From an optimization exercise on the open Yosys and OpenROAD flow, aimed at small area; shortcuts taken in it are not production practice. The RTL was checked by simulation tests, not by an equivalence proof against the original design. The clock port is modelled as an ideal driver, which makes a skipped or thinned clock tree look cheaper than it is; a real chip needs a root buffer or a tree. Power is estimated from default activity; no workload was simulated.

## PW
==> flow/design.v <==
`default_nettype none
package audio_pkg;
  localparam int unsigned CLK_HZ   = 100_000_000;
  localparam int unsigned SIL      = 100_000_000;
  localparam int unsigned MAX_TONE = 20_000;
endpackage
`default_nettype wire
`default_nettype none
module square_gen #(
  parameter int unsigned CLK_HZ = audio_pkg::CLK_HZ,
  parameter int unsigned SIL    = audio_pkg::SIL
) (
  input  logic        clk,
  input  logic        rst,
  input  logic [31:0] tone_i,
  output logic        sq_o,
  output logic        silent_o
);
  localparam int unsigned HALF = CLK_HZ / 2;
  logic [14:0] tone_q;    
  logic        act_q;     
  logic [25:0] acc_q;     
  logic        sq_q;
  logic        audible_w, change_w, wrap_w;
  logic [25:0] sum_w;
  assign audible_w = (tone_i[31:15] == 17'd0) && (tone_i[14:0] != 15'd0) &&
                     (tone_i[14:0] <= 15'(audio_pkg::MAX_TONE));
  assign change_w  = !act_q || (tone_i[14:0] != tone_q);
  logic [26:0] cy_w;
  assign cy_w[0] = 1'b0;
  for (genvar i = 0; i < 26; i++) begin : g_add
    if (i < 15) begin : g_fa
      assign sum_w[i]   = acc_q[i] ^ tone_q[i] ^ cy_w[i];
      assign cy_w[i+1]  = (acc_q[i] & tone_q[i]) | (acc_q[i] & cy_w[i]) | (tone_q[i] & cy_w[i]);
    end else begin : g_ha
      assign sum_w[i]   = acc_q[i] ^ cy_w[i];
      assign cy_w[i+1]  = acc_q[i] & cy_w[i];
    end
  end
  logic hi_top_w;
  assign hi_top_w  = sum_w[25] & sum_w[23] & sum_w[22] & sum_w[21] & sum_w[20] &
                     sum_w[19] & sum_w[17];
  assign wrap_w    = hi_top_w & (sum_w[16] | (sum_w[15] & (sum_w[14:0] > 15'd28800)));
  always_ff @(posedge clk) begin
    tone_q <= tone_i[14:0];
    acc_q  <= (change_w || wrap_w) ? {11'd0, tone_i[14:0]} : sum_w;
    sq_q   <= change_w ? 1'b0 : (sq_q ^ wrap_w);
  end
  always_ff @(posedge clk or negedge rst) begin
    if (!rst) act_q <= 1'b0;
    else      act_q <= audible_w;
  end
  assign sq_o     = sq_q;
  assign silent_o = !act_q;
endmodule
`default_nettype wire
`default_nettype none
module tone_to_dac #(
  parameter int unsigned CLK_HZ = audio_pkg::CLK_HZ,
  parameter int unsigned SIL    = audio_pkg::SIL
) (
  input  logic        clk,
  input  logic        rst,
  input  logic [31:0] toneL,
  input  logic [31:0] toneR,
  input  logic [2:0]  volume,
  input  logic        mute,
  output logic        audio_mclk,
  output logic        audio_lrck,
  output logic        audio_sck,
  output logic        audio_sdin
);
  logic [8:0] cnt_q;
  logic       nz_l_q, nz_r_q;       
  logic       pos_l_q, pos_r_q;     
  logic [2:0] vol_q;
  logic       sq_l, sil_l, sq_r, sil_r;
  logic       load_w, live_w;
  square_gen #(.CLK_HZ(CLK_HZ), .SIL(SIL)) u_sq_l (
    .clk      (clk),
    .rst      (rst),
    .tone_i   (toneL),
    .sq_o     (sq_l),
    .silent_o (sil_l)
  );
  square_gen #(.CLK_HZ(CLK_HZ), .SIL(SIL)) u_sq_r (
    .clk      (clk),
    .rst      (rst),
    .tone_i   (toneR),
    .sq_o     (sq_r),
    .silent_o (sil_r)
  );
  assign load_w = (cnt_q == 9'd511);
  assign live_w = !mute && (volume != 3'd0);
  always_ff @(posedge clk or negedge rst) begin
    if (!rst) begin
      cnt_q  <= 9'd0;
      nz_l_q <= 1'b0;
      nz_r_q <= 1'b0;
    end else begin
      cnt_q <= cnt_q + 9'd1;
      if (load_w) begin
        nz_l_q <= live_w && !sil_l;
        nz_r_q <= live_w && !sil_r;
      end
    end
  end
  always_ff @(posedge clk) begin
    if (load_w) begin
      pos_l_q <= sq_l;
      pos_r_q <= sq_r;
      vol_q   <= volume;
    end
  end
  logic [3:0] j_w, m_w;
  logic       nz_w, pos_w;
  assign j_w   = cnt_q[7:4];
  assign m_w   = (vol_q >= 3'd5) ? 4'd1 : (4'd6 - {1'b0, vol_q});
  assign nz_w  = cnt_q[8] ? nz_r_q : nz_l_q;
  assign pos_w = cnt_q[8] ? pos_r_q : pos_l_q;
  assign audio_mclk = cnt_q[1];
  assign audio_sck  = cnt_q[3];
  assign audio_lrck = cnt_q[8];
  assign audio_sdin = nz_w && (pos_w ? (j_w == m_w) : (j_w <= m_w));
endmodule
`default_nettype wire
Settings: LEC_CHECK=0, CAP_MARGIN=20, CORE_MARGIN=2, CORE_UTILIZATION=40, CTS_BUF_LIST=sky130_fd_sc_hd__clkbuf_2, SLEW_MARGIN=20; clock period 90.0 ns.
standard.sh (not shown) runs the stock make flow with config.mk's settings and CLKGATE_MAP_FILE= SYNTH_SCRIPT=/design/flow/synth_recipe.tcl, a recipe that flattens the netlist after the stock synthesis.
==> flow/flow/run.sh <==
#!/bin/bash
# Standard layout with: the smallest buffer on the ports, no ABC pre-mapping
# before full-adder extraction, every combinational cell downsized before the
# placement repair_design, and the clock tree rebuilt after CTS as one level
# of four buf_12 (balanced, each driving a quarter of the flip-flops).
export BUFFER_PORTS_ARGS="-buffer_cell sky130_fd_sc_hd__buf_1"
export CTS_ARGS="-sink_clustering_enable -repair_clock_nets -dont_use_dummy_load -buf_list sky130_fd_sc_hd__clkbuf_8"
export SYNTH_ARGS="-noabc"
export PRE_RESIZE_TCL="$(pwd)/flow/downsize.tcl"
export POST_CTS_TCL="$(pwd)/flow/clocktree.tcl"
export CT_GROUPS=4
export CT_BUF=sky130_fd_sc_hd__buf_12
bash standard.sh > standard.log 2>&1
Other scripts of this flow, unchanged in this note and not shown: flow/flow/clocktree.tcl, flow/flow/downsize.tcl
In summary, PW completed successfully, with a layout that passed the timing, design-rule and antenna checks.
diff inputs: PW => MS
-- flow/design.v --
<<< PW, line 91
    .silent_o (sil_r)
  );
  assign load_w = (cnt_q == 9'd511);
  assign live_w = !mute && (volume != 3'd0);
  always_ff @(posedge clk or negedge rst) begin
>>> MS, line 91
    .silent_o (sil_r)
  );
  logic [9:0] cnt_cy_w;
  logic [8:0] cnt_d;
  assign cnt_cy_w[0] = 1'b1;
  for (genvar i = 0; i < 9; i++) begin : g_cnt
    assign cnt_d[i]      = cnt_q[i] ^ cnt_cy_w[i];
    assign cnt_cy_w[i+1] = cnt_q[i] & cnt_cy_w[i];
  end
  assign load_w = cnt_cy_w[9];
  assign live_w = !mute && (volume != 3'd0);
  always_ff @(posedge clk or negedge rst) begin
<<< PW, line 99
      nz_r_q <= 1'b0;
    end else begin
      cnt_q <= cnt_q + 9'd1;
      if (load_w) begin
        nz_l_q <= live_w && !sil_l;
>>> MS, line 106
      nz_r_q <= 1'b0;
    end else begin
      cnt_q <= cnt_d;
      if (load_w) begin
        nz_l_q <= live_w && !sil_l;
<<< PW, line 113
    end
  end
  logic [3:0] j_w, m_w;
  logic       nz_w, pos_w;
  assign j_w   = cnt_q[7:4];
  assign m_w   = (vol_q >= 3'd5) ? 4'd1 : (4'd6 - {1'b0, vol_q});
  assign nz_w  = cnt_q[8] ? nz_r_q : nz_l_q;
  assign pos_w = cnt_q[8] ? pos_r_q : pos_l_q;
  assign audio_mclk = cnt_q[1];
  assign audio_sck  = cnt_q[3];
  assign audio_lrck = cnt_q[8];
  assign audio_sdin = nz_w && (pos_w ? (j_w == m_w) : (j_w <= m_w));
endmodule
`default_nettype wire
>>> MS, line 120
    end
  end
  logic [15:0] amp_w, samp_w;
  logic        nz_w, pos_w;
  always_comb begin
    amp_w = 16'h0000;
    case (vol_q)
      3'd1:    amp_w[10] = 1'b1;
      3'd2:    amp_w[11] = 1'b1;
      3'd3:    amp_w[12] = 1'b1;
      3'd4:    amp_w[13] = 1'b1;
      default: amp_w[14] = 1'b1;    
    endcase
  end
  assign nz_w  = cnt_q[8] ? nz_r_q : nz_l_q;
  assign pos_w = cnt_q[8] ? pos_r_q : pos_l_q;
  for (genvar i = 0; i < 16; i++) begin : g_samp
    assign samp_w[i] = pos_w ? amp_w[i] : (|amp_w[i:0]);
  end
  assign audio_mclk = cnt_q[1];
  assign audio_sck  = cnt_q[3];
  assign audio_lrck = cnt_q[8];
  assign audio_sdin = nz_w && samp_w[~cnt_q[7:4]];
endmodule
`default_nettype wire
### Flow results
Peak per-stage delay on the critical path: MS vs PW up 0.03 ns. Portion of netlist area occupied by mux cells: MS vs PW up 0.64 points. Total power: MS above PW. Compared with PW, MS instantiates a smaller number of cells. Final design area excluding fillers: lower on MS. Delta (MS minus PW): synthesized net count decreased 21; number of multi-input logic gates decreased 6.6%; met1 capacity usage during global routing increased 1.2 points; area of the die decreased about 2.3%; wire length increased 400 um. Total vias in the final route delta for MS relative to PW: about 4% lower.
No run of this note takes its clock network from TritonCTS; it comes from the design's own scripts or RTL.

RTL: the design.v shown in full above, as it stands there.
clock: 90.0 ns
lec_check: 0
cap_margin: 20
core_margin: 2
core_utilization: 40
cts_buf_list: sky130_fd_sc_hd__clkbuf_2
slew_margin: 20
==> flow/flow/run.sh <==
#!/bin/bash
# Standard layout with: the smallest buffer on the ports, no CTS dummy loads,
# no ABC pre-mapping before full-adder extraction, and every combinational
# cell downsized before the placement repair_design.
export BUFFER_PORTS_ARGS="-buffer_cell sky130_fd_sc_hd__buf_1"
export CTS_ARGS="-sink_clustering_enable -repair_clock_nets -dont_use_dummy_load -buf_list sky130_fd_sc_hd__clkbuf_8"
export SYNTH_ARGS="-noabc"
export PRE_RESIZE_TCL="$(pwd)/flow/downsize.tcl"
bash standard.sh > standard.log 2>&1
==> flow/flow/downsize.tcl <==
# Before the placement-stage repair_design: give every combinational cell its
# smallest drive strength (same function and pins); repair_design then fixes
# any slew or capacitance limit this breaks. Timing has tens of ns of slack.
set ::dont_use_list $::env(DONT_USE_CELLS)
proc ds_dont_use {name} {
  foreach pat $::dont_use_list { if {[string match $pat $name]} { return 1 } }
  return 0
}
set ::ds_best [dict create]
foreach lc [get_lib_cells *] {
  set n [get_name $lc]
  if {![regexp {^(sky130_fd_sc_hd__[a-z0-9]+)_([0-9]+)$} $n -> base sz]} { continue }
  if {[ds_dont_use $n]} { continue }
  set a [get_property $lc area]
  if {![dict exists $::ds_best $base] || $a < [lindex [dict get $::ds_best $base] 1]} {
    dict set ::ds_best $base [list $n $a]
  }
}
set ds_count 0
set ds_saved 0.0
foreach inst [get_cells *] {
  set ref [get_property $inst ref_name]
  if {![regexp {^(sky130_fd_sc_hd__[a-z0-9]+)_([0-9]+)$} $ref -> base sz]} { continue }
  # keep registers, clock cells, taps, ties and fillers as they are
  if {[regexp {^sky130_fd_sc_hd__(s?e?df|dl|clk|tap|conb|fill|decap|diode)} $ref]} { continue }
  if {![dict exists $::ds_best $base]} { continue }
  lassign [dict get $::ds_best $base] best barea
  if {$best eq $ref} { continue }
  set old [get_property [get_lib_cells $ref] area]
  if {$barea >= $old} { continue }
  replace_cell $inst [get_lib_cells $best]
  incr ds_count
  set ds_saved [expr {$ds_saved + $old - $barea}]
}
puts "downsize: replaced $ds_count cells, saved $ds_saved um2"
Then changed:
--- a/flow/design.v
+++ b/flow/design.v
@@ -38,8 +38,5 @@
     end
   end
-  logic hi_top_w;
-  assign hi_top_w  = sum_w[25] & sum_w[23] & sum_w[22] & sum_w[21] & sum_w[20] &
-                     sum_w[19] & sum_w[17];
-  assign wrap_w    = hi_top_w & (sum_w[16] | (sum_w[15] & (sum_w[14:0] > 15'd28800)));
+  assign wrap_w    = (sum_w > 26'(HALF));
   always_ff @(posedge clk) begin
     tone_q <= tone_i[14:0];
=> Cell area rose by 1.4%. Sequential share of layout area fell by 0.57 points. Global-route usage rose by 0.83 points. Worst setup slack is better by 150 ps. Clock power stays flat. Synthesized area stays flat. Critical path depth is unchanged. Routed wire length rose by 7.5%.

[port drivers added, routing unchanged]
The flow's constraints put no driver on any port. The routed layouts listed below were extracted and timed again, unchanged, in two steps. Step 1, drivers: a clkbuf_16 drives clk and a buf_2 each remaining input, both assumed. Step 2 moves the port delays by t, midway between the first and last clock arrival at a register: inputs arrive t later, outputs are due t later. That takes back most of the time a late clock gives input paths. a / b / c = ideal / step 1 / step 2; a / b = the first two.
run | t (ns) | setup slack, ns | hold slack, ns | worst setup path after step 2 | clock arrival spread, ns
PW | 0.220 | 69.707 / 69.626 / 69.553 | 0.493 / 0.493 / 0.493 | input to register | 0.010 / 0.010
MS | 0.220 | 69.654 / 69.717 / 69.497 | 0.432 / 0.432 / 0.432 | input to register | 0.010 / 0.009
the first run of note 2 | 0.388 | 69.493 / 69.463 / 69.527 | 0.484 / 0.484 / 0.484 | input to register | 0.028 / 0.028
the second run of note 2 | 0.395 | 69.644 / 69.610 / 69.517 | 0.476 / 0.476 / 0.476 | input to register | 0.029 / 0.029
After both steps setup and hold are still met in every run listed. The setup slack of MS, which loses most, moves by +0.063 ns with the drivers and by -0.157 ns with both steps.
